This design comes from an exercise in tuning for small area on the open sky130 flow, not from production work.
In this exercise RTL edits were held to simulation tests only and were not proved equivalent to the original.
Power figures rest on the tool's default switching activity, not on a simulated workload.

**flow/flow/abc_area.script**
```
strash
dch -f
amap
topo
stime -c
```
**flow/flow/run.sh**
```bash
#!/bin/bash
# Own layout flow: the standard ORFS flow (standard.sh) with three changes.
#  1. Synthesis: synth_recipe.tcl unchanged, except that Yosys's abc call for the
#     combinational logic uses an area-oriented script (flow/abc_area.script).
#     Flip-flop mapping (dfflibmap) runs before abc and is untouched, so the
#     registers, their names and cell types are those of the standard synthesis.
#  2. Every input and output port still gets a buffer, but the smallest one (buf_1).
#  3. CTS: larger sink clusters driven by clkbuf_16 and no dummy clock loads.
# Each tool's full output goes to ORFS's own logs under orfs/logs; make's output
# goes to flow_make.log.
set -euo pipefail
here=$(pwd)
{
  echo 'proc abc {args} {'
  echo '  set i [lsearch -exact $args -script]'
  echo '  if {$i >= 0} { lset args [expr {$i+1}] $::env(OWN_ABC_SCRIPT) }'
  echo '  yosys abc {*}$args'
  echo '}'
  cat synth_recipe.tcl
} > own_synth.tcl
sed "s#SYNTH_SCRIPT=[^ ]*synth_recipe.tcl#SYNTH_SCRIPT=$here/own_synth.tcl#" standard.sh > own_standard.sh
grep -q "own_synth.tcl" own_standard.sh
export OWN_ABC_SCRIPT=$here/flow/abc_area.script
export BUFFER_PORTS_ARGS="-buffer_cell sky130_fd_sc_hd__buf_1"
export CTS_ARGS="-sink_clustering_enable -repair_clock_nets -dont_use_dummy_load -buf_list sky130_fd_sc_hd__clkbuf_16 -sink_clustering_size 36 -sink_clustering_max_diameter 70"
bash own_standard.sh > flow_make.log 2>&1
```
**flow/config.mk**
```make
export PLATFORM = sky130hd
export DESIGN_NAME = commit_trace_unit
export DESIGN_NICKNAME = commit_trace_unit
export VERILOG_FILES = /design/flow/design.v
export SDC_FILE = /design/flow/constraint.sdc
export NUM_CORES = 4
export LEC_CHECK = 0
export CAP_MARGIN = 0
export CORE_MARGIN = 2
export CORE_UTILIZATION = 40
export SLEW_MARGIN = 0
```
**flow/design.v**
```verilog
`default_nettype none
module ctu_counter #(
    parameter int W = 32,
    parameter int G = 16
) (
    input  wire logic         clk,
    input  wire logic         rst,
    input  wire logic         en,
    output logic [W-1:0]      q
);
    localparam int NG = W / G;
    logic [W-1:0]  cnt_q;
    logic [W-1:0]  c;        
    logic [W-1:0]  s;
    logic [NG-1:0] all1;
    logic [NG-1:0] cin;
    for (genvar g = 0; g < NG; g++) begin : g_grp
        assign all1[g] = &cnt_q[g*G +: G];
        if (g == 0) begin : g_first
            assign cin[g] = en;
        end else begin : g_next
            assign cin[g] = cin[g-1] & all1[g-1];
        end
        for (genvar i = 0; i < G; i++) begin : g_bit
            if (i == 0) begin : g_b0
                assign c[g*G+i] = cin[g];
            end else begin : g_bn
                assign c[g*G+i] = c[g*G+i-1] & cnt_q[g*G+i-1];
            end
            assign s[g*G+i] = cnt_q[g*G+i] ^ c[g*G+i];
        end
    end
    always_ff @(posedge clk or posedge rst) begin
        if (rst) cnt_q <= '0;
        else     cnt_q <= s;
    end
    assign q = cnt_q;
endmodule
module commit_trace_unit #(
    parameter int DEPTH = 8,
    parameter int CNT_W = 32
) (
    input  wire logic              clk,
    input  wire logic              rst,
    input  wire logic              reg_wr_i,
    input  wire logic [2:0]        wr_reg_i,
    input  wire logic [15:0]       wr_data_i,
    input  wire logic              mem_rd_i,
    input  wire logic              mem_wr_i,
    input  wire logic [15:0]       mem_addr_i,
    input  wire logic [15:0]       mem_wdata_i,
    input  wire logic [15:0]       mem_rdata_i,
    input  wire logic              halt_i,
    input  wire logic              icache_req_i,
    input  wire logic              icache_hit_i,
    input  wire logic              dcache_req_i,
    input  wire logic              dcache_hit_i,
    output logic                   rec_valid,
    input  wire logic              rec_ready,
    output logic [3:0]             rec_flags,
    output logic [2:0]             rec_reg,
    output logic [15:0]            rec_wdata,
    output logic [15:0]            rec_addr,
    output logic [15:0]            rec_mdata,
    output logic [15:0]            rec_cycle,
    output logic                   full_o,
    output logic                   overflow_o,
    output logic                   done_o,
    output logic [CNT_W-1:0]       cycle_count_o,
    output logic [CNT_W-1:0]       inst_count_o,
    output logic [CNT_W-1:0]       icache_req_cnt_o,
    output logic [CNT_W-1:0]       icache_hit_cnt_o,
    output logic [CNT_W-1:0]       dcache_req_cnt_o,
    output logic [CNT_W-1:0]       dcache_hit_cnt_o
);
    localparam int CW = $clog2(DEPTH) + 1;      
    localparam int RW = 3 + 3 + 4*16;
    logic              halted_q;      
    logic              halt_rec_q;    
    logic              overflow_q;
    logic [CW-1:0]     count_q;
    logic [DEPTH-1:0][RW-1:0] fifo_q;
    logic              w_run, w_event, w_valid, w_full, w_pop, w_push, w_drop;
    logic [RW-1:0]     w_new_rec, w_head;
    logic [DEPTH-1:0]  w_sel;
    assign w_run   = ~halted_q;
    assign w_event = w_run & (halt_i | reg_wr_i | mem_rd_i | mem_wr_i);
    assign w_valid = (count_q != '0);
    assign w_full  = (count_q == CW'(DEPTH));
    assign w_pop   = w_valid & rec_ready;
    assign w_push  = w_event & (~w_full | w_pop);
    assign w_drop  = w_event & w_full & ~w_pop;
    assign w_new_rec = {reg_wr_i, mem_rd_i, mem_wr_i, wr_reg_i, wr_data_i, mem_addr_i,
                        (mem_wr_i ? mem_wdata_i : mem_rdata_i), cycle_count_o[15:0]};
    for (genvar g = 0; g < DEPTH; g++) begin : g_entry
        always_ff @(posedge clk) begin
            if (w_push) fifo_q[g] <= (g == 0) ? w_new_rec : fifo_q[(g == 0) ? 0 : g-1];
        end
    end
    always_ff @(posedge clk or posedge rst) begin
        if (rst) begin
            count_q    <= '0;
            overflow_q <= 1'b0;
            halted_q   <= 1'b0;
            halt_rec_q <= 1'b0;
        end else begin
            if (w_push & ~w_pop)      count_q <= count_q + CW'(1);
            else if (~w_push & w_pop) count_q <= count_q - CW'(1);
            if (w_drop)               overflow_q <= 1'b1;
            if (w_run & halt_i)       halted_q   <= 1'b1;
            if (w_push & halt_i)      halt_rec_q <= 1'b1;
        end
    end
    always_comb begin
        w_head = '0;
        for (int k = 0; k < DEPTH; k++) begin
            w_sel[k] = (count_q == CW'(k+1));
            w_head   = w_head | ({RW{w_sel[k]}} & fifo_q[k]);
        end
    end
    assign rec_valid = w_valid;
    assign rec_flags = {halt_rec_q & w_sel[0], w_head[RW-1 -: 3]};
    assign rec_reg   = w_head[64 +: 3];
    assign rec_wdata = w_head[48 +: 16];
    assign rec_addr  = w_head[32 +: 16];
    assign rec_mdata = w_head[16 +: 16];
    assign rec_cycle = w_head[0  +: 16];
    assign full_o     = w_full;
    assign overflow_o = overflow_q;
    assign done_o     = halted_q & ~w_valid;
    ctu_counter #(.W(CNT_W)) u_cyc (.clk, .rst, .en(w_run),                  .q(cycle_count_o));
    ctu_counter #(.W(CNT_W)) u_ins (.clk, .rst, .en(w_run & (halt_i | reg_wr_i | mem_wr_i)),
                                                                            .q(inst_count_o));
    ctu_counter #(.W(CNT_W)) u_icr (.clk, .rst, .en(w_run & icache_req_i),   .q(icache_req_cnt_o));
    ctu_counter #(.W(CNT_W)) u_ich (.clk, .rst, .en(w_run & icache_hit_i),   .q(icache_hit_cnt_o));
    ctu_counter #(.W(CNT_W)) u_dcr (.clk, .rst, .en(w_run & dcache_req_i),   .q(dcache_req_cnt_o));
    ctu_counter #(.W(CNT_W)) u_dch (.clk, .rst, .en(w_run & dcache_hit_i),   .q(dcache_hit_cnt_o));
endmodule
`default_nettype wire
```
**flow/constraint.sdc**
```tcl
create_clock -name core_clock -period 5.0 [get_ports {clk}]
set_input_delay 1.0000 -clock core_clock [delete_from_list [all_inputs] [get_ports {clk}]]
set_output_delay 1.0000 -clock core_clock [all_outputs]
set_load 0.01 [all_outputs]
```
**flow/standard.sh**
```bash
#!/bin/bash
# synth_recipe.tcl (not shown) runs the flow's synth.tcl, then flattens the netlist and writes it again
# the make line also repeats each setting of config.mk as NAME=value (left out here)
make -C /OpenROAD-flow-scripts/flow DESIGN_CONFIG=/design/flow/config.mk WORK_HOME=/design/flow/orfs CLKGATE_MAP_FILE= SYNTH_SCRIPT=/design/flow/synth_recipe.tcl "${@:-finish}"
```
==> results of run 1 <==
==> cell type report <==
cell class,count,area (um^2)
inverter,34,139
tap,873,1090
clock buffer,45,1130
timing repair buffer,369,1570
multi-input combinational,626,5430
sequential,759,21800
fill,5800,36400
==> logic make-up after synthesis <==
family                   share of synthesized area
AO/OA/AOI/OAI                               0.0721
adder cells (fa/ha/maj)                     0.0845
buffers and inverters                      0.00905
flip-flops                                   0.796
AND/OR/NAND/NOR                             0.0382
==> worst max-delay path: stages, from the launching register on <==
cell	delay, ps
dfrtp_1	510
clkinv_1	300
nand3_1	210
clkinv_2	610
buf_4	510
a222oi_1	320
o2111ai_1	200
buf_1	210
==> state kept, by name (all words and copies together) (netlist names) <==
signal / count
u_ich.cnt_q: 32
u_ins.cnt_q: 32
u_cyc.cnt_q: 32
halt_rec_q: 1
overflow_q: 1
u_dcr.cnt_q: 32
fifo_q: 560
halted_q: 1
count_q: 4
u_icr.cnt_q: 32
u_dch.cnt_q: 32
==> worst paths after layout <==
check,from,endpoint,slack (ps),cells past startpoint
min in group asynchronous,rst,u_cyc.cnt_q[12]$_DFF_PP0_,640,2
worst max register to register,halted_q$_DFFE_PP0P_,u_dcr.cnt_q[31]$_DFF_PP0_,670,20
max in group asynchronous,rst,count_q[3]$_DFFE_PP0P_,3320,3
worst min-delay path,fifo_q[158]$_DFFE_PP_,fifo_q[228]$_DFFE_PP_,400,0
worst max-delay path,count_q[2]$_DFFE_PP0P_,rec_cycle[10],550,7
worst min register to register,fifo_q[158]$_DFFE_PP_,fifo_q[228]$_DFFE_PP_,400,0
==> layer usage <==
layer / GRT usage / share of wire / vias to the layer above
met1: 0.242 / 0.43 / 7789
li1: - / - / 6705
met4: 0.0418 / 0.019 / 8
met5: 0 / 0.00084 / -
met3: 0.0432 / 0.092 / 75
met2: 0.270 / 0.46 / 582
==> report_power, final <==
group	leakage (nW)	internal [mW]	switching, mW
logic	3.48	0.782	1.69
registers	7.80	6.73	0.0406
clock network	0.555	1.60	1.91
==> stage by stage <==
stage	hold slack [ps]	setup slack, ps	power, mW
6_report	396	551	12.8
5_1_grt	396	286	13.3
4_1_cts	394	486	13.0
3_5_place_dp	432	254	9.43
3_3_place_gp	429	254	9.41
2_1_floorplan	420	-27280	8.23
==> cell usage after synthesis (9+ instances only) <==
master / number
edfxtp_1: 560
a21oi_1: 15
nand3_1: 9
a222oi_1: 118
a22oi_1: 49
nand2_1: 101
nor2_1: 16
clkinv_1: 34
o22a_1: 16
buf_4: 16
o2111ai_1: 17
dfrtp_1: 199
nand4_1: 72
ha_1: 185
==> summary.txt, run 1 <==
status=no timing/DRC/antenna violations; Critical Path RT=4000 ps; Fin Setup TNS=0 ps; register area share after synthesis=0.796; full die area=70600 um^2; synth top area cells=edfxtp_1 (61%), dfrtp_1 (18%), ha_1 (8.5%), a222oi_1 (4.3%), nand4_1 (1.6%); initial antenna violation count=4; Final Critical Period=4450 ps; ANT nets after route=0; Initial Util=0.406; #FFs+latches synth=759; Synth Area per Inst=19.1 um^2; Mapped Area=27400 um^2; CTS H-tree lvls=2; clk sinks=759; detailed-route DRC error count=0; setup bufs post-CTS=0; post-route clock period utilization=0.890; pwr/cell area=409 nW/um^2; # resized after CTS=0; total number of vias=15.2k; Layout Utilization=0.461; hold_buf cts=0; Worst Hold Class=reg2reg; unrepaired setup endpoints after global routing=no; CTS clock-pin slew for the worst setup and hold paths=110 ps; peak supply drop=0.243 mV; clock latency on the worst-skew pair=610 ps; first-pass GRT wire length=94.3 mm; final setup fails=0; Vias/cell=5.60; Avg WL per Cell=22.8 um; Diodes inserted=0; critical path data arrival time=3450 ps; Crit Path Max Fanout=31; Ys Warns=2; Setup crit start kind=flip-flop; Layout area overhead=13.8%; biggest area consumer among synthesized cells=edfxtp_1; gr ovfl total=0; Detail Placement HPWL=37.7 mm; crit end category=output pin; post-placement cell area=30000 um^2; Slew HR=0.309; cts bufs inserted=45; I/O Buffers=344; Placed Instances=2661; Async S/R FF share, synth=0.262; nets@finish=2098; critical path type=reg2out; Cells after Synth=1435; GRT Total Usage=0.172; Core Footprint=67500 um^2; number of flops mapped to enable cells by yosys=560; Die W=266 um; Main synth FF type=edfxtp_1; pin count of the biggest net entering global routing=173; root buf cell=clkbuf_16; post-route insts no fill=2706; Max Freq=0.225 GHz; first-pass iteration count of the detailed router=9; final instance area=31100 um^2; synth unique cells=27; commonest cells after routing, fill and taps aside=edfxtp_1 (560), buf_1 (344), dfrtp_1 (199), ha_1 (185), a222oi_1 (118); top cell type's share of synthesized area=0.614; Placement Rows=95; CTS tree=done; share of layout cells above drive strength 1=0.0480; GP Congestion=0.871; Post-Syn Nets=1698; most common cell after layout, fill and taps aside=edfxtp_1; Die H=266 um; leakage power=11.8 nW; number of hold violations in the final report=0; DR iter-0 viols=1588; worst-case clock buffer depth=3; Max-cap violations=0; final max-slew violation count=0; I/O pin count=345; number of global-route vias before repair=15.6k; aggregate routed wire length=61.6 mm; worst slew pin tran=1040 ps; Worst Skew=60.9 ps
==> run 2: changes to the inputs <==
--- a/flow/config.mk
+++ b/flow/config.mk
@@ -5,7 +5,7 @@
 export SDC_FILE = /design/flow/constraint.sdc
 export NUM_CORES = 4
 export LEC_CHECK = 0
-export CAP_MARGIN = 0
+export CAP_MARGIN = 20
 export CORE_MARGIN = 2
 export CORE_UTILIZATION = 40
-export SLEW_MARGIN = 0
+export SLEW_MARGIN = 20
==> run 2 against run 1 <==
Clock skew stayed put. Die area stayed put. Routed wire length stayed put. Critical endpoint unchanged. Critical path depth stayed put. Synthesized cell count stayed put. Sequential cell count stayed put. Worst setup slack stayed put. Still clean. Cell count stayed put. Final area stayed put. Via count stayed put. Largest cell class unchanged. Worst hold slack stayed put. Highest routed layer unchanged. Critical path type unchanged.
==> summary.txt, run 2 <==
final max-slew violation count=0 (unchanged); number of global-route vias before repair=15.6k (unchanged); Setup crit start kind=flip-flop; I/O pin count=345 (unchanged); Core Footprint=67500 um^2 (unchanged); worst hold path depth=0 (unchanged); first-pass GRT wire length=94.3 mm (unchanged); Final Critical Period=4450 ps (unchanged); Synth Area per Inst=19.1 um^2 (unchanged); reg-to-reg slack, setup=670 ps (about the same); biggest area consumer among synthesized cells=edfxtp_1; Ys Warns=2 (unchanged); ANT nets after route=0 (unchanged); # resized after CTS=0 (unchanged); total number of vias=15.2k (unchanged); pwr/cell area=409 nW/um^2 (unchanged); root buf cell=clkbuf_16; critical path data arrival time=3450 ps (about the same); DR iter-0 viols=1588 (unchanged); number of flops mapped to enable cells by yosys=560 (unchanged); worst slew pin tran=1040 ps (unchanged); Slew HR=0.309 (unchanged); Fin Setup TNS=0 ps (unchanged); Placed Instances=2661 (unchanged); Critical Path RT=4000 ps (about the same); crit path cell chain=clkinv_1 > nand3_1 > clkinv_2 > buf_4 > a222oi_1 > o2111ai_1 > buf_1; pin count of the biggest net entering global routing=173 (unchanged); Slowest-stage cell, CP=clkinv_2; Diodes inserted=0 (unchanged); unrepaired setup endpoints after global routing=no; cts bufs inserted=45 (unchanged); synth unique cells=27 (unchanged); crit end category=output pin; Cells after Synth=1435 (unchanged); Die H=266 um (unchanged); clk sinks=759 (unchanged); CTS tree=done; status=no timing/DRC/antenna violations; Max Freq=0.225 GHz (unchanged); GRT Total Usage=0.172 (unchanged); number of hold violations in the final report=0 (unchanged); gr ovfl total=0 (unchanged); Placement Rows=95 (unchanged); final setup fails=0 (unchanged); Avg WL per Cell=22.8 um (unchanged); filler cell count in the final layout=5800 (unchanged); Worst Skew=60.9 ps (unchanged); commonest cells after routing, fill and taps aside=edfxtp_1 (560), buf_1 (344), dfrtp_1 (199), ha_1 (185), a222oi_1 (118); post-route clock period utilization=0.890 (unchanged); Crit Path Max Fanout=31 (unchanged); CTS clock-pin slew for the worst setup and hold paths=110 ps (about the same); max reg flops=560 (unchanged); most common cell after layout, fill and taps aside=edfxtp_1; setup bufs post-CTS=0 (unchanged); I/O Buffers=344 (unchanged); Layout Utilization=0.461 (unchanged); top cells by count, synth=edfxtp_1 (560), dfrtp_1 (199), ha_1 (185); RR Startpoint=halted_q$_DFFE_PP0P_; nets@finish=2098 (unchanged); peak supply drop=0.243 mV (unchanged); Post-Syn Nets=1698 (unchanged); Vias/cell=5.60 (unchanged); full die area=70600 um^2 (unchanged); leakage power=11.8 nW (unchanged); Min-Delay Startpoint=fifo_q[158]$_DFFE_PP_; first-pass iteration count of the detailed router=9 (unchanged); Main synth FF type=edfxtp_1; R2R depth=20 (unchanged); register area share after synthesis=0.796 (unchanged); synth top area cells=edfxtp_1 (61%), dfrtp_1 (18%), ha_1 (8.5%), a222oi_1 (4.3%), nand4_1 (1.6%); hold-critical path endpoint=fifo_q[228]$_DFFE_PP_; worst-case clock buffer depth=3 (unchanged); Async S/R FF share, synth=0.262 (unchanged); hold_buf cts=0 (unchanged); Initial Util=0.406 (unchanged); initial antenna violation count=4 (unchanged); Layout area overhead=13.8% (unchanged); critical path type=reg2out; post-route insts no fill=2706 (unchanged); Die W=266 um (unchanged); Detail Placement HPWL=37.7 mm (unchanged); detailed-route DRC error count=0 (unchanged); aggregate routed wire length=61.6 mm (unchanged); dominant cell by count in the synthesized netlist=edfxtp_1; Mapped Area=27400 um^2 (unchanged); Top reg by flops=fifo_q; top cell type's share of synthesized area=0.614 (unchanged); Worst Hold Class=reg2reg; Max-cap violations=0 (unchanged); clock latency on the worst-skew pair=610 ps (about the same); CTS H-tree lvls=2 (unchanged); slowest stage delay, CP=610 ps (about the same); GP Congestion=0.871 (unchanged); R2R Path End=u_dcr.cnt_q[31]$_DFF_PP0_; share of layout cells above drive strength 1=0.0480 (unchanged); #FFs+latches synth=759 (unchanged)
## run 2: cell counts after synthesis
Identical to the previous run, type by type.
## run 2: where the power goes
group          total [mW]  internal (mW)  switching (mW)
clock                3.51           1.60            1.91
combinational        2.47          0.782            1.69
sequential           6.77           6.73          0.0406
total                12.8           9.11            3.65
## run 2: routing by layer
metal  track usage  wire [um]  vias up
li1              -          -     6705
met4        0.0418       1200        8
met5             0         52        -
met1         0.242      26400     7789
met3        0.0432       5670       75
met2         0.270      28300      582
## run 2: layout make-up
type	instances	area (um^2)	share of cell area
clock buffer	45	1130	0.0362
inverter	34	139	0.00446
multi-input combinational	626	5430	0.174
sequential	759	21800	0.700
tap	873	1090	0.0351
timing repair buffer	369	1570	0.0503
## run 2: worst max-delay path, delay by kind of cell (launching register included)
family / cells / cell delay (ps)
simple gates: 1 / 210
buf+inv: 4 / 1630
flops: 1 / 510
compound gates: 2 / 520
## run 2: through the flow
| stage | power, mW | hold slack, ps | cell area, um^2 | worst slack, ps |
|---|---|---|---|---|
| detailed placement | 9.43 | 432 | 30000 | 254 |
| floorplan | 8.23 | 420 | 27400 | -27280 |
| global route | 13.3 | 396 | 31100 | 286 |
| CTS | 13.0 | 394 | 31100 | 486 |
| finish | 12.8 | 396 | 31100 | 551 |
| global placement | 9.41 | 429 | 30000 | 254 |
## run 2: worst max-delay path by stage
| stage | from | to |
|---|---|---|
| floorplan | mem_wr_i | count_q[3]$_DFFE_PP0P_ |
| global placement | mem_wr_i | u_ins.cnt_q[15]$_DFF_PP0_ |
| detailed placement | mem_wr_i | u_ins.cnt_q[15]$_DFF_PP0_ |
| CTS | count_q[2]$_DFFE_PP0P_ | rec_cycle[15] |
| global route | count_q[2]$_DFFE_PP0P_ | rec_wdata[12] |
| finish | count_q[2]$_DFFE_PP0P_ | rec_cycle[10] |
## run 2: kinds of logic (layout without fill, tap and decap cells)
group / Yosys count / in the layout / synth area share
simple gates: 217 / 217 / 0.0382
flops: 759 / 759 / 0.796
fa+ha+maj: 185 / 185 / 0.0845
compound gates: 224 / 224 / 0.0721
buf+inv: 50 / 448 / 0.00905
==> run 3: changes to the inputs <==
--- a/flow/config.mk
+++ b/flow/config.mk
@@ -7,5 +7,6 @@
 export LEC_CHECK = 0
 export CAP_MARGIN = 20
 export CORE_MARGIN = 2
-export CORE_UTILIZATION = 40
+export CORE_UTILIZATION = 70
+export PLACE_DENSITY = 0.85
 export SLEW_MARGIN = 20
==> run 3 against run 2 <==
Clock power shrank 13%. Still clean on timing, DRC and antenna. Critical endpoint is now u_icr.cnt_q[15]$_DFF_PP0_. Global-route usage grew 11 points. First-iteration DRC count up 12%.
==> summary.txt, run 3 <==
worst-case clock buffer depth=3 (unchanged); Worst Setup SP=halted_q$_DFFE_PP0P_; Min-Delay Startpoint=fifo_q[1]$_DFFE_PP_; leakage power=11.7 nW (-1.5%); DR iter-0 viols=1774 (+12%); cts bufs inserted=36 (-20%); GP Congestion=0.912 (+4.7%); Top reg by flops=fifo_q; pin count of the biggest net entering global routing=190 (+9.8%); Setup crit start kind=flip-flop; clock latency on the worst-skew pair=570 ps (-40 ps); CTS tree=done; Slew HR=0.281 (-0.0280); final instance area=30400 um^2 (-2.5%); Vias/cell=6.55 (+17%); critical path data arrival time=4700 ps (+1250 ps); peak supply drop=0.284 mV (+17%); Worst Skew=73.0 ps (+12.1 ps); ANT nets after route=0 (unchanged); Synth Area per Inst=19.1 um^2 (unchanged); # resized after CTS=0 (unchanged); footprint of the multi-input gates=5420 um^2 (about the same); Async S/R FF share, synth=0.262 (unchanged); filler cell count in the final layout=2033 (-65%); unrepaired setup endpoints after global routing=no; post-route clock period utilization=0.855 (-0.0351); GRT Total Usage=0.286 (+0.113); Core Footprint=38600 um^2 (-43%); Final Critical Period=4270 ps (-175 ps); root buf cell=clkbuf_16; most common cell after layout, fill and taps aside=edfxtp_1; gr ovfl total=0 (unchanged); first-pass iteration count of the detailed router=9 (unchanged); Placement Rows=72 (-24%); Detail Placement HPWL=36.2 mm (-3.9%); hold_buf cts=0 (unchanged); Layout area overhead=10.9%; first-pass GRT wire length=88.8 mm (-5.8%); full die area=40700 um^2 (-42%); aggregate routed wire length=57.8 mm (-6.2%); critical path type=reg2reg; final max-slew violation count=0 (unchanged); share of layout cells above drive strength 1=0.0375 (-0.0105); total number of vias=15.3k (+0.84%); I/O pin count=345 (unchanged); final setup fails=0 (unchanged); setup bufs post-CTS=0 (unchanged); Avg WL per Cell=24.8 um (+8.8%); worst slew pin tran=1080 ps (+42.1 ps); Crit Path Max Fanout=9 (-71%); RR Startpoint=halted_q$_DFFE_PP0P_; biggest area consumer among synthesized cells=edfxtp_1; Die W=202 um (-24%); detailed-route DRC error count=0 (unchanged); Max-cap violations=0 (unchanged); top cell type's share of synthesized area=0.614 (unchanged); Cells after Synth=1435 (unchanged); initial antenna violation count=1 (-3); max reg flops=560 (unchanged); crit end category=flip-flop; Worst Hold Class=reg2reg; Initial Util=0.708 (+0.303); synth unique cells=27 (unchanged); CTS clock-pin slew for the worst setup and hold paths=110 ps (about the same); clk sinks=759 (unchanged); Post-Syn Nets=1698 (unchanged); Critical Path RT=5430 ps (+1430 ps); number of flops mapped to enable cells by yosys=560 (unchanged); synth top area cells=edfxtp_1 (61%), dfrtp_1 (18%), ha_1 (8.5%), a222oi_1 (4.3%), nand4_1 (1.6%); Max Freq=0.234 GHz (+4.1%); Main synth FF type=edfxtp_1; Mapped Area=27400 um^2 (unchanged); post-placement cell area=29500 um^2 (-1.9%); register area share after synthesis=0.796 (unchanged); pwr/cell area=402 nW/um^2 (-1.8%); commonest cells after routing, fill and taps aside=edfxtp_1 (560), buf_1 (344), dfrtp_1 (199), ha_1 (185), a222oi_1 (118); #FFs+latches synth=759 (unchanged); Seq. cell area=21800 um^2 (unchanged); dominant cell by count in the synthesized netlist=edfxtp_1; CTS H-tree lvls=2 (unchanged); number of global-route vias before repair=15.6k (+0.051%); Ys Warns=2 (unchanged); Fin Setup TNS=0 ps (unchanged); number of hold violations in the final report=0 (unchanged); status=no timing/DRC/antenna violations; nets@finish=2079 (-0.91%); top cells by count, synth=edfxtp_1 (560), dfrtp_1 (199), ha_1 (185); I/O Buffers=344 (unchanged); Die H=202 um (-24%)
run 3: changes by cell type in the layout (fill, tap and decap cells not counted):
| cell | previous run | this run |
|---|---|---|
| nand3_1 | 8 | 9 |
| diode_2 | 0 | 1 |
| buf_12 | 7 | 4 |
| clkbuf_16 | 45 | 36 |
| clkinv_2 | 3 | 2 |
| buf_4 | 18 | 11 |
| inv_2 | 1 | 2 |
| nand3_2 | 1 | 0 |
run 3: final timing paths:
| check | to | slack (ps) | depth (start not counted) |
|---|---|---|---|
| max in group asynchronous | u_dcr.cnt_q[30]$_DFF_PP0_ | 3310 | 3 |
| worst min register to register | fifo_q[71]$_DFFE_PP_ | 400 | 0 |
| worst max register to register | u_icr.cnt_q[15]$_DFF_PP0_ | 730 | 20 |
| worst max-delay path | u_icr.cnt_q[15]$_DFF_PP0_ | 730 | 20 |
| worst min-delay path | fifo_q[71]$_DFFE_PP_ | 400 | 0 |
| min in group asynchronous | u_dch.cnt_q[27]$_DFF_PP0_ | 570 | 2 |
run 3: through the flow:
stage / hold slack (ps) / setup WS, ps / util / instances / total power, mW
3_5_place_dp: 432 / 318 / 0.762 / 2296 / 9.25
4_1_cts: 407 / 677 / 0.786 / 2332 / 12.3
5_1_grt: 415 / 495 / 0.786 / 2332 / 12.6
2_1_floorplan: 420 / -27280 / - / 1435 / 8.23
6_report: 401 / 726 / 0.786 / 2333 / 12.2
3_3_place_gp: 429 / 432 / 0.762 / 2296 / 9.20
run 3: layer usage:
metal	wire [um]	share of wire	vias to the layer above	track usage
met5	14	0.00024	-	0
met4	1460	0.025	2	0.0827
met3	6110	0.11	89	0.0700
met2	28800	0.50	789	0.469
met1	21400	0.37	7766	0.389
li1	-	-	6640	-
run 3: cells by family after synthesis:
| kind of cell | count (synthesis) | share of synthesized area |
|---|---|---|
| adder cells (fa/ha/maj) | 185 | 0.0845 |
| AO/OA/AOI/OAI | 224 | 0.0721 |
| AND/OR/NAND/NOR | 217 | 0.0382 |
| buffers and inverters | 50 | 0.00905 |
| flip-flops | 759 | 0.796 |
run 3: power by group:
group / switching (mW) / internal (mW)
sequential: 0.0419 / 6.72
clock: 1.76 / 1.30
combinational: 1.62 / 0.762
total: 3.42 / 8.78
run 3: area by class of cell:
class | count | area share
Clock buffer | 36 | 0.0297
Inverter | 34 | 0.00453
Sequential cell | 759 | 0.718
Antenna cell | 1 | 0.0000824
Tap cell | 518 | 0.0213
Timing Repair Buffer | 359 | 0.0479
Multi-Input combinational cell | 626 | 0.179
run 3: critical path, cell delays in order, from the launching register on:
cell and delay [ps]:
dfrtp_1 360, clkinv_1 420, nand2_1 280, clkinv_1 100, ha_1 190, ha_1 190, ha_1 200, ha_1 190
ha_1 180, ha_1 190, ha_1 200, ha_1 190, ha_1 180, ha_1 180, ha_1 190, ha_1 190
ha_1 180, ha_1 180, ha_1 190, nor2_1 110, a21oi_1 50
==> run 4: changes to the inputs <==
--- a/flow/flow/run.sh
+++ b/flow/flow/run.sh
@@ -22,5 +22,5 @@
 grep -q "own_synth.tcl" own_standard.sh
 export OWN_ABC_SCRIPT=$here/flow/abc_area.script
 export BUFFER_PORTS_ARGS="-buffer_cell sky130_fd_sc_hd__buf_1"
-export CTS_ARGS="-sink_clustering_enable -repair_clock_nets -dont_use_dummy_load -buf_list sky130_fd_sc_hd__clkbuf_16 -sink_clustering_size 36 -sink_clustering_max_diameter 70"
+export CTS_ARGS="-sink_clustering_enable -repair_clock_nets -dont_use_dummy_load -buf_list sky130_fd_sc_hd__clkbuf_16 -sink_clustering_size 36 -sink_clustering_max_diameter 60"
 bash own_standard.sh > flow_make.log 2>&1
--- a/flow/config.mk
+++ b/flow/config.mk
@@ -7,6 +7,6 @@
 export LEC_CHECK = 0
 export CAP_MARGIN = 20
 export CORE_MARGIN = 2
-export CORE_UTILIZATION = 70
-export PLACE_DENSITY = 0.85
+export CORE_UTILIZATION = 75
+export PLACE_DENSITY = 0.9
 export SLEW_MARGIN = 20
==> run 4 against run 3 <==
Sequential cell count unchanged. Still clean. Sequential share of layout area decreased by 0.12 points. Worst hold slack gained 30 ps. Cell count down 2.1%. Fmax down 0.94%. Via count grew 2.0%. Register-to-register slack got worse by 40 ps. Combinational power rose by 3%. Critical path depth unchanged. Non-clock buffer count rose by 7. Die area down 6.5%.
==> summary.txt, run 4 <==
synth top area cells=edfxtp_1 (61%), dfrtp_1 (18%), ha_1 (8.5%), a222oi_1 (4.3%), nand4_1 (1.6%); Top reg by flops=fifo_q; status=no timing/DRC/antenna violations; number of flops mapped to enable cells by yosys=560 (unchanged); Final Critical Period=4310 ps (+40.7 ps); Die W=195 um (-3.3%); CTS tree=done; Max Freq=0.232 GHz (-0.94%); cts bufs inserted=37 (+2.8%); synth unique cells=27 (unchanged); hold-critical path endpoint=fifo_q[285]$_DFFE_PP_; register area share after synthesis=0.796 (unchanged); gr ovfl total=0 (unchanged); Avg WL per Cell=26.4 um (+6.7%); critical path data arrival time=4740 ps (+40 ps); critical path type=reg2reg; Detail Placement HPWL=38.3 mm (+5.8%); GP Congestion=0.841 (-7.9%); unrepaired setup endpoints after global routing=no; dominant cell by count in the synthesized netlist=edfxtp_1; I/O pin count=345 (unchanged); Ys Warns=2 (unchanged); PnR Total Power=12.3 mW (+0.84%); biggest area consumer among synthesized cells=edfxtp_1; Mapped Area=27400 um^2 (unchanged); share of layout cells above drive strength 1=0.0417 (+0.00423); initial antenna violation count=3 (+2); Placement Rows=69 (-4.2%); Async S/R FF share, synth=0.262 (unchanged); pin count of the biggest net entering global routing=150 (-21%); Critical Path RT=5430 ps (about the same); slowest stage delay, CP=450 ps (+30 ps); R2R depth=20 (unchanged); aggregate routed wire length=60.4 mm (+4.4%); nets@finish=2087 (+0.38%); hold_buf cts=0 (unchanged); Worst Skew=54.8 ps (-18.2 ps); Worst Hold Class=reg2reg; commonest cells after routing, fill and taps aside=edfxtp_1 (560), buf_1 (344), dfrtp_1 (199), ha_1 (185), a222oi_1 (118); Slowest-stage cell, CP=clkinv_1; #FFs+latches synth=759 (unchanged); CTS clock-pin slew for the worst setup and hold paths=110 ps (about the same); Synth Area per Inst=19.1 um^2 (unchanged); Slew HR=0.209 (-0.0718); total number of vias=15.6k (+2.0%); Core Footprint=35700 um^2 (-7.5%); final max-slew violation count=0 (unchanged); detailed-route DRC error count=0 (unchanged); Die H=195 um (-3.3%); Cells after Synth=1435 (unchanged); reg-to-reg slack, setup=690 ps (-40 ps); CTS H-tree lvls=2 (unchanged); cell mode on critical path=ha_1; R2R Path End=u_dcr.cnt_q[31]$_DFF_PP0_; worst-case clock buffer depth=3 (unchanged); GRT Total Usage=0.318 (+0.0328); Initial Util=0.766 (+0.0576); Min-Delay Startpoint=fifo_q[215]$_DFFE_PP_; clock latency on the worst-skew pair=560 ps (about the same); # resized after CTS=0 (unchanged); RR Startpoint=halted_q$_DFFE_PP0P_; most common cell after layout, fill and taps aside=edfxtp_1; pwr/cell area=405 nW/um^2 (+0.67%); first-pass GRT wire length=91.8 mm (+3.4%); setup bufs post-CTS=0 (unchanged); Layout area overhead=11.1%; Max-cap violations=0 (unchanged); Crit Path Max Fanout=9 (unchanged); worst slew pin tran=1190 ps (+108 ps); I/O Buffers=344 (unchanged); crit end category=flip-flop; ANT nets after route=0 (unchanged); Buf+Inv Stages, Crit Path=1 (-1); Vias/cell=6.83 (+4.2%); full die area=38000 um^2 (-6.5%); Post-Syn Nets=1698 (unchanged); Fin Setup TNS=0 ps (unchanged); root buf cell=clkbuf_16; post-route clock period utilization=0.863 (+0.00814); number of hold violations in the final report=0 (unchanged); top cells by count, synth=edfxtp_1 (560), dfrtp_1 (199), ha_1 (185); first-pass iteration count of the detailed router=7 (-2); worst hold path depth=0 (unchanged); clk sinks=759 (unchanged); max reg flops=560 (unchanged); CP top delay family=adder cells; crit path cell chain=clkinv_1 > nand2_1 > nor3_1 > ha_1 > ha_1 > ha_1 > ha_1 > ha_1 > ha_1 > ha_1 > ha_1 > ha_1 > ha_1 > ha_1 > ha_1 > ha_1 > ha_1 > ha_1 > nor2_1 > a21oi_1; number of global-route vias before repair=16.3k (+4.3%); final setup fails=0 (unchanged); top cell type's share of synthesized area=0.614 (unchanged); DR iter-0 viols=2053 (+16%); peak supply drop=0.328 mV (+15%); Setup crit start kind=flip-flop; Main synth FF type=edfxtp_1; Diodes inserted=0 (-1); leakage power=11.7 nW (+0.60%)
[run 4: final cells by class]
class                      count  area, um^2
clock buffer                  37         926
timing repair buffer         366        1570
tap                          461         577
sequential                   759       21800
multi-input combinational    626        5410
inverter                      34         138
fill                        1533        5330
[run 4: worst register-to-register path: stages, from the launching register on]
cell and delay [ps]:
dfrtp_1 360, clkinv_1 450, nand2_1 290, nor3_1 100, ha_1 210, ha_1 190, ha_1 200, ha_1 190
ha_1 200, ha_1 190, ha_1 190, ha_1 180, ha_1 180, ha_1 190, ha_1 190, ha_1 180
ha_1 180, ha_1 180, ha_1 190, nor2_1 100, a21oi_1 50
[run 4: worst max-delay path by stage]
stage | from | to | slack, ps | cells past startpoint
after floorplan | mem_wr_i | count_q[3]$_DFFE_PP0P_ | -27280 | 9
after global placement | mem_wr_i | u_ins.cnt_q[31]$_DFF_PP0_ | 430 | 20
after detailed placement | mem_wr_i | u_ins.cnt_q[31]$_DFF_PP0_ | 330 | 20
after CTS | halted_q$_DFFE_PP0P_ | u_dcr.cnt_q[31]$_DFF_PP0_ | 680 | 20
after global routing | halted_q$_DFFE_PP0P_ | u_dcr.cnt_q[31]$_DFF_PP0_ | 470 | 20
final | halted_q$_DFFE_PP0P_ | u_dcr.cnt_q[31]$_DFF_PP0_ | 690 | 20
[run 4: metal layers]
metal	vias to the layer above	track usage	part of all wire
met4	6	0.119	0.039
met1	7753	0.404	0.34
met2	1012	0.540	0.50
met5	-	0	0.00068
li1	6661	-	-
met3	162	0.0808	0.12
[run 4: cell families after synthesis]
kind of cell | share of synthesized area
compound gates | 0.0721
fa+ha+maj | 0.0845
buf+inv | 0.00905
flops | 0.796
simple gates | 0.0382
[run 4: stage by stage]
stage	setup slack [ps]	cells	hold WS, ps	utilization	area, um^2
global placement	434	2246	427	0.825	29500
floorplan	-27280	1435	420	-	27400
global route	475	2283	436	0.851	30400
CTS	678	2283	426	0.851	30400
finish	686	2283	431	0.851	30400
detailed placement	329	2246	433	0.825	29500
[run 4: where the power goes]
| part | total, mW | switching, mW | internal [mW] |
|---|---|---|---|
| logic | 2.46 | 1.67 | 0.789 |
| registers | 6.76 | 0.0395 | 6.72 |
| clock network | 3.08 | 1.75 | 1.33 |
==> run 5: changes to the inputs <==
--- a/flow/config.mk
+++ b/flow/config.mk
@@ -7,6 +7,6 @@
 export LEC_CHECK = 0
 export CAP_MARGIN = 20
 export CORE_MARGIN = 2
-export CORE_UTILIZATION = 75
-export PLACE_DENSITY = 0.9
+export CORE_UTILIZATION = 70
+export PLACE_DENSITY = 0.85
 export SLEW_MARGIN = 20
==> run 5 against run 4 <==
Fmax down 0.59%. Core utilization shrank 6.3 points. Register-to-register slack worse by 30 ps. Synthesized cell count stayed put. Clock power up 4%. Still clean. Worst setup slack got worse by 26 ps.
==> summary.txt, run 5 <==
status=no timing/DRC/antenna violations; Core Footprint=38600 um^2 (+8.1%); clk sinks=759 (unchanged); Die H=202 um (+3.4%); synth unique cells=27 (unchanged); setup bufs post-CTS=0 (unchanged); Vias/cell=6.54 (-4.2%); biggest area consumer among synthesized cells=edfxtp_1; Placement Rows=72 (+4.3%); cell mode on critical path=ha_1; number of hold violations in the final report=0 (unchanged); Mapped Area=27400 um^2 (unchanged); Setup WS post-layout=660 ps (-25.7 ps); Die W=202 um (+3.4%); max reg flops=560 (unchanged); CTS H-tree lvls=2 (unchanged); Cells after Synth=1435 (unchanged); Max-cap violations=0 (unchanged); most common cell after layout, fill and taps aside=edfxtp_1; GRT Total Usage=0.290 (-0.0283); cts bufs inserted=39 (+5.4%); GP Congestion=0.912 (+8.5%); Ys Warns=2 (unchanged); M1 wire length=21.8 mm (+4.7%); Worst Skew=55.7 ps (+0.868 ps); Top reg by flops=fifo_q; # resized after CTS=0 (unchanged); number of flops mapped to enable cells by yosys=560 (unchanged); DP Worst Slack=318 ps (-11.2 ps); post-route clock period utilization=0.868 (+0.00513); root buf cell=clkbuf_16; first-pass iteration count of the detailed router=8 (+1); Setup crit start kind=flip-flop; Buf+Inv Stages, Crit Path=2 (+1); DR WL met3=5.99 mm (-16%); register area share after synthesis=0.796 (unchanged); worst slew pin tran=1090 ps (-96.4 ps); unrepaired setup endpoints after global routing=no; Main synth FF type=edfxtp_1; Avg WL per Cell=25.1 um (-5.1%); I/O pin count=345 (unchanged); Critical Path Stages=20 (unchanged); Slowest-stage cell, CP=clkinv_1; final setup fails=0 (unchanged); DR iter-0 viols=1942 (-5.4%); Clock Power Share=0.259 (+0.008); pwr/cell area=405 nW/um^2 (+0.20%); Post-Syn Nets=1698 (unchanged); leakage power=11.7 nW (-0.28%); Fin Setup TNS=0 ps (unchanged); CTS clock-pin slew for the worst setup and hold paths=110 ps (about the same); clock latency on the worst-skew pair=600 ps (+40 ps); total number of vias=15.3k (-1.9%); final max-slew violation count=0 (unchanged); nets@finish=2082 (-0.24%); Switch Pwr=3.46 mW (-0.19%); R2R depth=20 (unchanged); sequential share of power=0.548 (-0.002); commonest cells after routing, fill and taps aside=edfxtp_1 (560), buf_1 (344), dfrtp_1 (199), ha_1 (185), a222oi_1 (118); number of global-route vias before repair=15.7k (-3.4%); Synth Area per Inst=19.1 um^2 (unchanged); met2 wire length=29.4 mm (-2.5%); Max Used Layer=met5; critical path type=reg2reg; #FFs+latches synth=759 (unchanged); aggregate routed wire length=58.7 mm (-2.8%); worst-case clock buffer depth=3 (unchanged); Max Freq=0.230 GHz (-0.59%); critical path data arrival time=4810 ps (+70 ps); Critical Path RT=5470 ps (+40 ps); peak supply drop=0.286 mV (-13%); full die area=40700 um^2 (+7.0%); Logic pwr share=0.192 (-0.008); CTS tree=done; Layout area overhead=11.2% (about the same); Int Power=8.88 mW (+0.47%); share of layout cells above drive strength 1=0.0391 (-0.00264); Final Critical Period=4340 ps (+25.7 ps); crit end category=flip-flop; top cells by count, synth=edfxtp_1 (560), dfrtp_1 (199), ha_1 (185); top cell type's share of synthesized area=0.614 (unchanged); Detail Placement HPWL=36.2 mm (-5.5%); crit path cell chain=clkinv_1 > nand2_1 > clkinv_1 > ha_1 > ha_1 > ha_1 > ha_1 > ha_1 > ha_1 > ha_1 > ha_1 > ha_1 > ha_1 > ha_1 > ha_1 > ha_1 > ha_1 > ha_1 > nor2_1 > a21oi_1; CP top delay family=adder cells; Worst Hold Class=reg2reg; initial antenna violation count=3 (unchanged); dominant cell by count in the synthesized netlist=edfxtp_1; hold_buf cts=0 (unchanged); Slew HR=0.273 (+0.0643); ANT nets after route=0 (unchanged); pin count of the biggest net entering global routing=190 (+27%); Fin Hold WS=416 ps (-14.5 ps); Net Sw Frac=0.280 (-0.00132); worst hold path depth=0 (unchanged); detailed-route DRC error count=0 (unchanged); Async S/R FF share, synth=0.262 (unchanged); first-pass GRT wire length=90.0 mm (-2.0%); I/O Buffers=344 (unchanged); Initial Util=0.708 (-0.0576); Crit Path Max Fanout=9 (unchanged); gr ovfl total=0 (unchanged); filler cell count in the final layout=2028 (+32%); slowest stage delay, CP=440 ps (about the same); synth top area cells=edfxtp_1 (61%), dfrtp_1 (18%), ha_1 (8.5%), a222oi_1 (4.3%), nand4_1 (1.6%)
[run 5: cell counts after synthesis]
No cell type changed its count.
[run 5: cell families (layout without fill, tap and decap cells)]
group,after synthesis,count (layout),share of synthesized area
AOI/OAI and AO/OA,224,224,0.0721
adders and majority gates,185,185,0.0845
buffers and inverters,50,432,0.00905
DFF,759,759,0.796
other,0,2,0
and+or+nand+nor,217,217,0.0382
[run 5: per-layer routing]
metal | global-route usage | up-vias
li1 | - | 6653
met3 | 0.0711 | 94
met2 | 0.483 | 764
met1 | 0.385 | 7777
met4 | 0.0901 | 4
met5 | 0 | -
[run 5: power groups by stage]
stage	sequential (mW)	combinational (mW)	clock [mW]
after floorplan	6.90	1.33	0
after global placement	6.90	2.30	0
after detailed placement	6.90	2.35	0
after CTS	6.77	2.37	3.25
after global routing	6.77	2.55	3.43
final	6.77	2.37	3.20
[run 5: cell type report]
cell class / instances / area, um^2 / area share
Inverter: 34 / 138 / 0.00452
Antenna cell: 2 / 5.00 / 0.000164
Tap cell: 518 / 648 / 0.0213
Clock buffer: 39 / 976 / 0.0321
Sequential cell: 759 / 21800 / 0.716
Multi-Input combinational cell: 626 / 5420 / 0.178
Timing Repair Buffer: 359 / 1450 / 0.0478
[run 5: worst paths after layout]
path | from | endpoint | slack (ps)
max | halted_q$_DFFE_PP0P_ | u_icr.cnt_q[15]$_DFF_PP0_ | 660
min | fifo_q[462]$_DFFE_PP_ | fifo_q[532]$_DFFE_PP_ | 420
max reg2reg | halted_q$_DFFE_PP0P_ | u_icr.cnt_q[15]$_DFF_PP0_ | 660
min reg2reg | fifo_q[462]$_DFFE_PP_ | fifo_q[532]$_DFFE_PP_ | 420
max in group asynchronous | rst | u_cyc.cnt_q[31]$_DFF_PP0_ | 3300
min in group asynchronous | rst | u_dch.cnt_q[28]$_DFF_PP0_ | 570
[run 5: metrics by stage]
stage	total power, mW	cells	area (um^2)	utilization
3_5_place_dp	9.25	2296	29500	0.762
2_1_floorplan	8.23	1435	27400	-
6_report	12.3	2337	30400	0.788
4_1_cts	12.4	2335	30400	0.787
5_1_grt	12.8	2335	30400	0.787
3_3_place_gp	9.20	2296	29500	0.762
[run 5: worst register-to-register path: cells and delay by family (launching register included)]
family,cells,cell delay (ps)
fa+ha+maj,15,2870
compound gates,1,50
simple gates,2,400
buf+inv,2,560
flops,1,360
==> run 6: changes to the inputs <==
--- a/flow/flow/run.sh
+++ b/flow/flow/run.sh
@@ -22,5 +22,5 @@
 grep -q "own_synth.tcl" own_standard.sh
 export OWN_ABC_SCRIPT=$here/flow/abc_area.script
 export BUFFER_PORTS_ARGS="-buffer_cell sky130_fd_sc_hd__buf_1"
-export CTS_ARGS="-sink_clustering_enable -repair_clock_nets -dont_use_dummy_load -buf_list sky130_fd_sc_hd__clkbuf_16 -sink_clustering_size 36 -sink_clustering_max_diameter 60"
+export CTS_ARGS="-sink_clustering_enable -repair_clock_nets -dont_use_dummy_load -buf_list {sky130_fd_sc_hd__clkbuf_4 sky130_fd_sc_hd__clkbuf_16} -sink_clustering_buffer sky130_fd_sc_hd__clkbuf_4 -tree_buf sky130_fd_sc_hd__clkbuf_16 -root_buf sky130_fd_sc_hd__clkbuf_16 -sink_clustering_size 10 -sink_clustering_max_diameter 35"
 bash own_standard.sh > flow_make.log 2>&1
==> run 6 against run 5 <==
Count of clock-buffer cells in the layout grew 64. Still clean on timing, DRC and antenna. Largest power group unchanged. Routed wire length shrank 0.93%. Die area is the same. Critical path type unchanged. Non-clock buffer count is the same. Sequential power is essentially flat. Cell count grew 2.7%.
==> summary.txt, run 6 <==
Worst Hold Class=reg2reg; Post-Syn Nets=1698 (unchanged); leakage power=11.8 nW (+0.54%); register area share after synthesis=0.796 (unchanged); GP Congestion=0.912 (unchanged); Layout area overhead=11.0%; Detail Placement HPWL=36.2 mm (unchanged); pin count of the biggest net entering global routing=190 (unchanged); critical path data arrival time=4710 ps (-100 ps); DP Worst Slack=318 ps (unchanged); pwr/cell area=402 nW/um^2 (-0.81%); most common cell after layout, fill and taps aside=edfxtp_1; number of global-route vias before repair=16.2k (+2.9%); Async S/R FF share, synth=0.262 (unchanged); Net Sw Frac=0.290 (+0.00936); Worst Skew=54.2 ps (-1.53 ps); commonest cells after routing, fill and taps aside=edfxtp_1 (560), buf_1 (344), dfrtp_1 (199), ha_1 (185), a222oi_1 (118); Critical Path RT=5440 ps (-30 ps); Ys Warns=2 (unchanged); Cells after Synth=1435 (unchanged); CTS clock-pin slew for the worst setup and hold paths=100 ps (about the same); Fin Setup TNS=0 ps (unchanged); hold_buf cts=0 (unchanged); synth top area cells=edfxtp_1 (61%), dfrtp_1 (18%), ha_1 (8.5%), a222oi_1 (4.3%), nand4_1 (1.6%); Main synth FF type=edfxtp_1; Mapped Area=27400 um^2 (unchanged); gr ovfl total=0 (unchanged); nets@finish=2146 (+3.1%); number of hold violations in the final report=0 (unchanged); DR iter-0 viols=1971 (+1.5%); I/O pin count=345 (unchanged); Slew HR=0.276 (+0.00238); I/O Buffers=344 (unchanged); cell mode on critical path=ha_1; unrepaired setup endpoints after global routing=no; ANT nets after route=0 (unchanged); CP top delay family=adder cells; final max-slew violation count=0 (unchanged); Int Power=8.68 mW (-2.2%); status=no timing/DRC/antenna violations; CTS tree=done; CTS H-tree lvls=3 (+1); total number of vias=15.6k (+2.1%); worst slew pin tran=1090 ps (-3.57 ps); first-pass iteration count of the detailed router=9 (+1); Initial Util=0.708 (unchanged); Avg WL per Cell=24.2 um (-3.5%); top cells by count, synth=edfxtp_1 (560), dfrtp_1 (199), ha_1 (185); full die area=40700 um^2 (unchanged); share of layout cells above drive strength 1=0.0718 (+0.0327); final setup fails=0 (unchanged); Setup crit start kind=flip-flop; aggregate routed wire length=58.1 mm (-0.93%); critical path type=reg2reg; cts bufs inserted=103 (+160%); Vias/cell=6.51 (-0.59%); Clock Power Share=0.254 (-0.005); worst-case clock buffer depth=3 (unchanged); top cell type's share of synthesized area=0.614 (unchanged); Top reg by flops=fifo_q; synth unique cells=27 (unchanged); slowest stage delay, CP=420 ps (-20 ps); setup bufs post-CTS=0 (unchanged); number of flops mapped to enable cells by yosys=560 (unchanged); clk sinks=759 (unchanged); Min-Delay Startpoint=fifo_q[144]$_DFFE_PP_; # resized after CTS=0 (unchanged); Worst Setup SP=halted_q$_DFFE_PP0P_; Buf+Inv Stages, Crit Path=2 (unchanged); #FFs+latches synth=759 (unchanged); Logic pwr share=0.193 (about the same); first-pass GRT wire length=90.0 mm (about the same); Switch Pwr=3.54 mW (+2.3%); Synth Area per Inst=19.1 um^2 (unchanged); crit path cell chain=clkinv_1 > nand2_1 > clkinv_1 > ha_1 > ha_1 > ha_1 > ha_1 > ha_1 > ha_1 > ha_1 > ha_1 > ha_1 > ha_1 > ha_1 > ha_1 > ha_1 > ha_1 > ha_1 > nor2_1 > a21oi_1; peak supply drop=0.264 mV (-7.9%); detailed-route DRC error count=0 (unchanged); Slowest-stage cell, CP=clkinv_1; Die H=202 um (unchanged); biggest area consumer among synthesized cells=edfxtp_1; Max Freq=0.234 GHz (+1.7%); reg-to-reg slack, setup=730 ps (+70 ps); post-route clock period utilization=0.853 (-0.0146); Final Critical Period=4270 ps (-72.9 ps); sequential share of power=0.554 (+0.006); root buf cell=clkbuf_16; clock latency on the worst-skew pair=580 ps (-20 ps); max reg flops=560 (unchanged); crit end category=flip-flop; GRT Total Usage=0.290 (about the same); Placement Rows=72 (unchanged); dominant cell by count in the synthesized netlist=edfxtp_1; Setup WS post-layout=733 ps (+72.9 ps); initial antenna violation count=2 (-1); Core Footprint=38600 um^2 (unchanged); Die W=202 um (unchanged); RR Startpoint=halted_q$_DFFE_PP0P_; Max-cap violations=0 (unchanged); Crit Path Max Fanout=9 (unchanged)
[run 6: final timing paths]
path                                             end  cells after the start
setup / recovery           u_icr.cnt_q[15]$_DFF_PP0_                     20
min in group asynchronous  u_dch.cnt_q[28]$_DFF_PP0_                      2
hold / removal                 fifo_q[214]$_DFFE_PP_                      0
setup reg to reg           u_icr.cnt_q[15]$_DFF_PP0_                     20
hold reg to reg                fifo_q[214]$_DFFE_PP_                      0
max in group asynchronous   u_cyc.cnt_q[4]$_DFF_PP0_                      3
[run 6: worst register-to-register path: stages (launching register included)]
cell	delay, ps
dfrtp_1	370
clkinv_1	420
nand2_1	290
clkinv_1	100
ha_1	190
ha_1	190
ha_1	190
ha_1	190
ha_1	180
ha_1	190
ha_1	200
ha_1	190
ha_1	180
ha_1	180
ha_1	190
ha_1	180
ha_1	180
ha_1	180
ha_1	190
nor2_1	110
a21oi_1	50
[run 6: area by class of cell]
cell class	instances	area [um^2]
diodes	1	2.50
inverters	34	138
well taps	518	648
clock buffers	103	931
flip-flops and latches	759	21800
fillers	2055	8260
repair buffers	359	1450
multi-input cells	626	5420
[run 6: through the flow]
step	instances	utilization	hold WS (ps)	instance area, um^2	total power, mW
after detailed placement	2296	0.762	432	29500	9.25
after CTS	2399	0.786	390	30400	12.3
after global routing	2399	0.786	402	30400	12.7
after floorplan	1435	-	420	27400	8.23
final	2400	0.786	390	30400	12.2
after global placement	2296	0.762	429	29500	9.20
[run 6: logic make-up after synthesis]
group / Yosys count / share of synthesized area
fa+ha+maj: 185 / 0.0845
flops: 759 / 0.796
simple gates: 217 / 0.0382
compound gates: 224 / 0.0721
buf+inv: 50 / 0.00905
[run 6: per-layer routing]
metal	global-route usage	up-vias	wire length (um)
li1	-	6811	-
met1	0.392	7850	21800
met2	0.461	834	28500
met3	0.0790	115	6220
met4	0.107	2	1650
met5	0	-	18
[run 6: power groups by stage]
stage	combinational (mW)	sequential [mW]	clock (mW)
finish	2.35	6.77	3.10
global route	2.54	6.77	3.40
CTS	2.36	6.77	3.17
detailed placement	2.35	6.90	0
global placement	2.30	6.90	0
floorplan	1.33	6.90	0
==> run 7: changes to the inputs <==
--- a/flow/flow/run.sh
+++ b/flow/flow/run.sh
@@ -22,5 +22,5 @@
 grep -q "own_synth.tcl" own_standard.sh
 export OWN_ABC_SCRIPT=$here/flow/abc_area.script
 export BUFFER_PORTS_ARGS="-buffer_cell sky130_fd_sc_hd__buf_1"
-export CTS_ARGS="-sink_clustering_enable -repair_clock_nets -dont_use_dummy_load -buf_list {sky130_fd_sc_hd__clkbuf_4 sky130_fd_sc_hd__clkbuf_16} -sink_clustering_buffer sky130_fd_sc_hd__clkbuf_4 -tree_buf sky130_fd_sc_hd__clkbuf_16 -root_buf sky130_fd_sc_hd__clkbuf_16 -sink_clustering_size 10 -sink_clustering_max_diameter 35"
+export CTS_ARGS="-sink_clustering_enable -repair_clock_nets -dont_use_dummy_load -buf_list {sky130_fd_sc_hd__clkbuf_8 sky130_fd_sc_hd__clkbuf_16} -sink_clustering_buffer sky130_fd_sc_hd__clkbuf_8 -tree_buf sky130_fd_sc_hd__clkbuf_16 -root_buf sky130_fd_sc_hd__clkbuf_16 -sink_clustering_size 18 -sink_clustering_max_diameter 45"
 bash own_standard.sh > flow_make.log 2>&1
==> run 7 against run 6 <==
Sequential share of layout area grew 0.15 points. Routed wire length down 1.1%. Sequential power is essentially flat. Sequential cell count stayed put. Critical path depth unchanged. Synthesized area stayed put. Count of clock-buffer cells in the layout decreased by 44. Critical endpoint unchanged.
==> summary.txt, run 7 <==
status=no timing/DRC/antenna violations; Slew HR=0.257 (-0.0187); cts bufs inserted=59 (-43%); most common cell after layout, fill and taps aside=edfxtp_1; Top reg by flops=fifo_q; Critical Path RT=5440 ps (about the same); CTS H-tree lvls=2 (-1); Fin Setup TNS=0 ps (unchanged); setup bufs post-CTS=0 (unchanged); biggest area consumer among synthesized cells=edfxtp_1; clock latency on the worst-skew pair=560 ps (-20 ps); Worst Hold Class=reg2reg; largest family of logic cells by synthesized area=adder cells; Placement Rows=72 (unchanged); max reg flops=560 (unchanged); initial antenna violation count=1 (-1); worst-case clock buffer depth=3 (unchanged); unrepaired setup endpoints after global routing=no; clk sinks=759 (unchanged); DR iter-0 viols=1965 (-0.30%); Worst Setup SP=halted_q$_DFFE_PP0P_; Net Sw Frac=0.284 (-0.00540); pwr/cell area=398 nW/um^2 (-1.1%); top cell type's share of synthesized area=0.614 (unchanged); number of hold violations in the final report=0 (unchanged); peak supply drop=0.247 mV (-6.4%); Cells after Synth=1435 (unchanged); Max-cap violations=0 (unchanged); first-pass GRT wire length=88.6 mm (-1.6%); CTS tree=done; full die area=40700 um^2 (unchanged); Final Critical Period=4300 ps (+31.7 ps); final max-slew violation count=0 (unchanged); aggregate routed wire length=57.5 mm (-1.1%); Adder-Cell Fraction of Synth Area=0.0845 (unchanged); nets@finish=2102 (-2.1%); Max Freq=0.233 GHz (-0.74%); Post-Syn Nets=1698 (unchanged); Detail Placement HPWL=36.2 mm (unchanged); post-synthesis xor/xnor area fraction=0 (unchanged); Clock Power Share=0.245 (-0.009); share of layout cells above drive strength 1=0.0495 (-0.0222); pin count of the biggest net entering global routing=190 (unchanged); I/O pin count=345 (unchanged); Async S/R FF share, synth=0.262 (unchanged); dominant cell by count in the synthesized netlist=edfxtp_1; Int Power=8.64 mW (-0.54%); R2R depth=20 (unchanged); Die H=202 um (unchanged); Vias/cell=6.51 (+0.13%); Initial Util=0.708 (unchanged); number of flops mapped to enable cells by yosys=560 (unchanged); post-route clock period utilization=0.860 (+0.00634); RR Startpoint=halted_q$_DFFE_PP0P_; Layout Utilization=0.785 (-0.00162); post-synthesis compound-gate area fraction=0.0721 (unchanged); root buf cell=clkbuf_16; register area share after synthesis=0.796 (unchanged); GP Congestion=0.912 (unchanged); final instance area=30300 um^2 (-0.21%); R2R Path End=u_icr.cnt_q[15]$_DFF_PP0_; synth unique cells=27 (unchanged); synth top area cells=edfxtp_1 (61%), dfrtp_1 (18%), ha_1 (8.5%), a222oi_1 (4.3%), nand4_1 (1.6%); crit end category=flip-flop; Fin Hold WS=415 ps (+25.0 ps); gr ovfl total=0 (unchanged); post-route insts no fill=2356 (-1.8%); Worst Skew=52.8 ps (-1.36 ps); total number of vias=15.3k (-1.7%); filler cell count in the final layout=2057 (+0.097%); Setup WS post-layout=701 ps (-31.7 ps); ANT nets after route=0 (unchanged); PnR Total Power=12.1 mW (-1.3%); Worst Setup EP=u_icr.cnt_q[15]$_DFF_PP0_; Ys Warns=2 (unchanged); Switch Pwr=3.43 mW (-3.1%); Crit Path Max Fanout=9 (unchanged); first-pass iteration count of the detailed router=7 (-2); Setup crit start kind=flip-flop; Logic pwr share=0.195 (+0.002); worst slew pin tran=1110 ps (+28.1 ps); final setup fails=0 (unchanged); critical path type=reg2reg; top cells by count, synth=edfxtp_1 (560), dfrtp_1 (199), ha_1 (185); leakage power=11.7 nW (-0.80%); Synth Area in Simple Gates=0.0382 (unchanged); Layout area overhead=10.8%; Avg WL per Cell=24.4 um (+0.71%); CTS clock-pin slew for the worst setup and hold paths=100 ps (about the same); detailed-route DRC error count=0 (unchanged); # resized after CTS=0 (unchanged); GRT Total Usage=0.284 (-0.00584); hold_buf cts=0 (unchanged); critical path data arrival time=4740 ps (+30 ps); Die W=202 um (unchanged); mux contribution to synthesized area=0 (unchanged); Main synth FF type=edfxtp_1; number of global-route vias before repair=15.7k (-3.0%); Placed Instances=2296 (unchanged); reg-to-reg slack, setup=700 ps (-30 ps); I/O Buffers=344 (unchanged); Core Footprint=38600 um^2 (unchanged); post-placement cell area=29500 um^2 (unchanged); sequential share of power=0.561 (+0.007); #FFs+latches synth=759 (unchanged); Synth Area per Inst=19.1 um^2 (unchanged); DP Worst Slack=318 ps (unchanged); Mapped Area=27400 um^2 (unchanged); commonest cells after routing, fill and taps aside=edfxtp_1 (560), buf_1 (344), dfrtp_1 (199), ha_1 (185), a222oi_1 (118)
[run 7: cell counts after synthesis]
No cell type changed its count.
[run 7: power by group through the flow]
stage / Combinational [mW] / Sequential [mW] / Clock, mW
finish: 2.35 / 6.77 / 2.95
global placement: 2.30 / 6.90 / 0
detailed placement: 2.35 / 6.90 / 0
CTS: 2.36 / 6.77 / 3.02
global route: 2.54 / 6.77 / 3.22
floorplan: 1.33 / 6.90 / 0
[run 7: worst min path at each step]
stage | to | depth (start not counted) | from | slack, ps
6_report | fifo_q[304]$_DFFE_PP_ | 0 | fifo_q[234]$_DFFE_PP_ | 420
4_1_cts | fifo_q[304]$_DFFE_PP_ | 0 | fifo_q[234]$_DFFE_PP_ | 420
3_3_place_gp | fifo_q[112]$_DFFE_PP_ | 0 | fifo_q[42]$_DFFE_PP_ | 430
3_5_place_dp | fifo_q[352]$_DFFE_PP_ | 0 | fifo_q[282]$_DFFE_PP_ | 430
5_1_grt | fifo_q[304]$_DFFE_PP_ | 0 | fifo_q[234]$_DFFE_PP_ | 420
2_1_floorplan | halt_rec_q$_DFFE_PP0P_ | 1 | halt_rec_q$_DFFE_PP0P_ | 420
[run 7: cells by family (layout without fill, tap and decap cells)]
| family | count (synthesis) | count (layout) |
|---|---|---|
| compound gates | 224 | 224 |
| flops | 759 | 759 |
| other cells | 0 | 1 |
| simple gates | 217 | 217 |
| buf+inv | 50 | 452 |
| fa+ha+maj | 185 | 185 |
[run 7: worst max-delay path, cell delays in order (launching register included)]
cell and delay (ps):
dfrtp_1 350, clkinv_1 440, nand2_1 290, clkinv_1 100
ha_1 190, ha_1 190, ha_1 190, ha_1 190
ha_1 180, ha_1 190, ha_1 190, ha_1 190
ha_1 180, ha_1 190, ha_1 210, ha_1 190
ha_1 180, ha_1 180, ha_1 190, nor2_1 110
a21oi_1 50
[run 7: cell type report]
type | count | area (um^2) | share of cell area
antenna | 1 | 2.50 | 0.0000825
clock buffer | 59 | 868 | 0.0286
sequential | 759 | 21800 | 0.719
multi-input combinational | 626 | 5420 | 0.179
tap | 518 | 648 | 0.0214
inverter | 34 | 138 | 0.00454
timing repair buffer | 359 | 1450 | 0.0479
[run 7: layer usage]
metal / GRT usage / wire length (um) / vias to the layer above
li1: - / - / 6681
met1: 0.389 / 21600 / 7749
met2: 0.457 / 28300 / 812
met3: 0.0743 / 6060 / 104
met4: 0.0909 / 1560 / 0
met5: 0 / 0 / -

port drivers added, routing unchanged:
No port has a modelled driver above. Below, the same layouts with a new extraction and two added sets of constraints.
Step 1 (the two cells are an assumption about what drives the block):
set clk [get_ports {clk}]
set_driving_cell -lib_cell sky130_fd_sc_hd__clkbuf_16 $clk
set_driving_cell -lib_cell sky130_fd_sc_hd__buf_2 [delete_from_list [all_inputs] $clk]
Step 2, shift: input delay + t, output delay - t, t = (earliest + latest rising clock arrival at the registers) / 2. This alone moves slack from input paths to output paths.
a / b / c = no drivers / after step 1 / after step 2; a / b = the first two.
run	shift t [ns]	setup WS [ns]	worst setup path after step 2	latest minus earliest clock arrival (ns)	slew at the worst register clock pin (ns)
run 1	0.637	0.551 / 0.492 / 0.263	input to register	0.061 / 0.062	0.12 / 0.12
run 2	0.637	0.551 / 0.492 / 0.263	input to register	0.061 / 0.062	0.12 / 0.12
run 3	0.595	0.726 / 0.721 / 0.357	input to register	0.081 / 0.081	0.12 / 0.12
run 4	0.596	0.686 / 0.686 / 0.300	input to register	0.073 / 0.074	0.12 / 0.12
run 5	0.626	0.660 / 0.646 / 0.286	input to register	0.068 / 0.068	0.11 / 0.11
run 6	0.610	0.733 / 0.714 / 0.282	input to register	0.064 / 0.064	0.11 / 0.11
run 7	0.602	0.701 / 0.701 / 0.307	input to register	0.070 / 0.070	0.10 / 0.10
After both steps setup and hold are still met in every run listed. For run 6, which loses most, drivers alone change the setup slack by -0.019 ns; drivers and shift together by -0.451 ns.
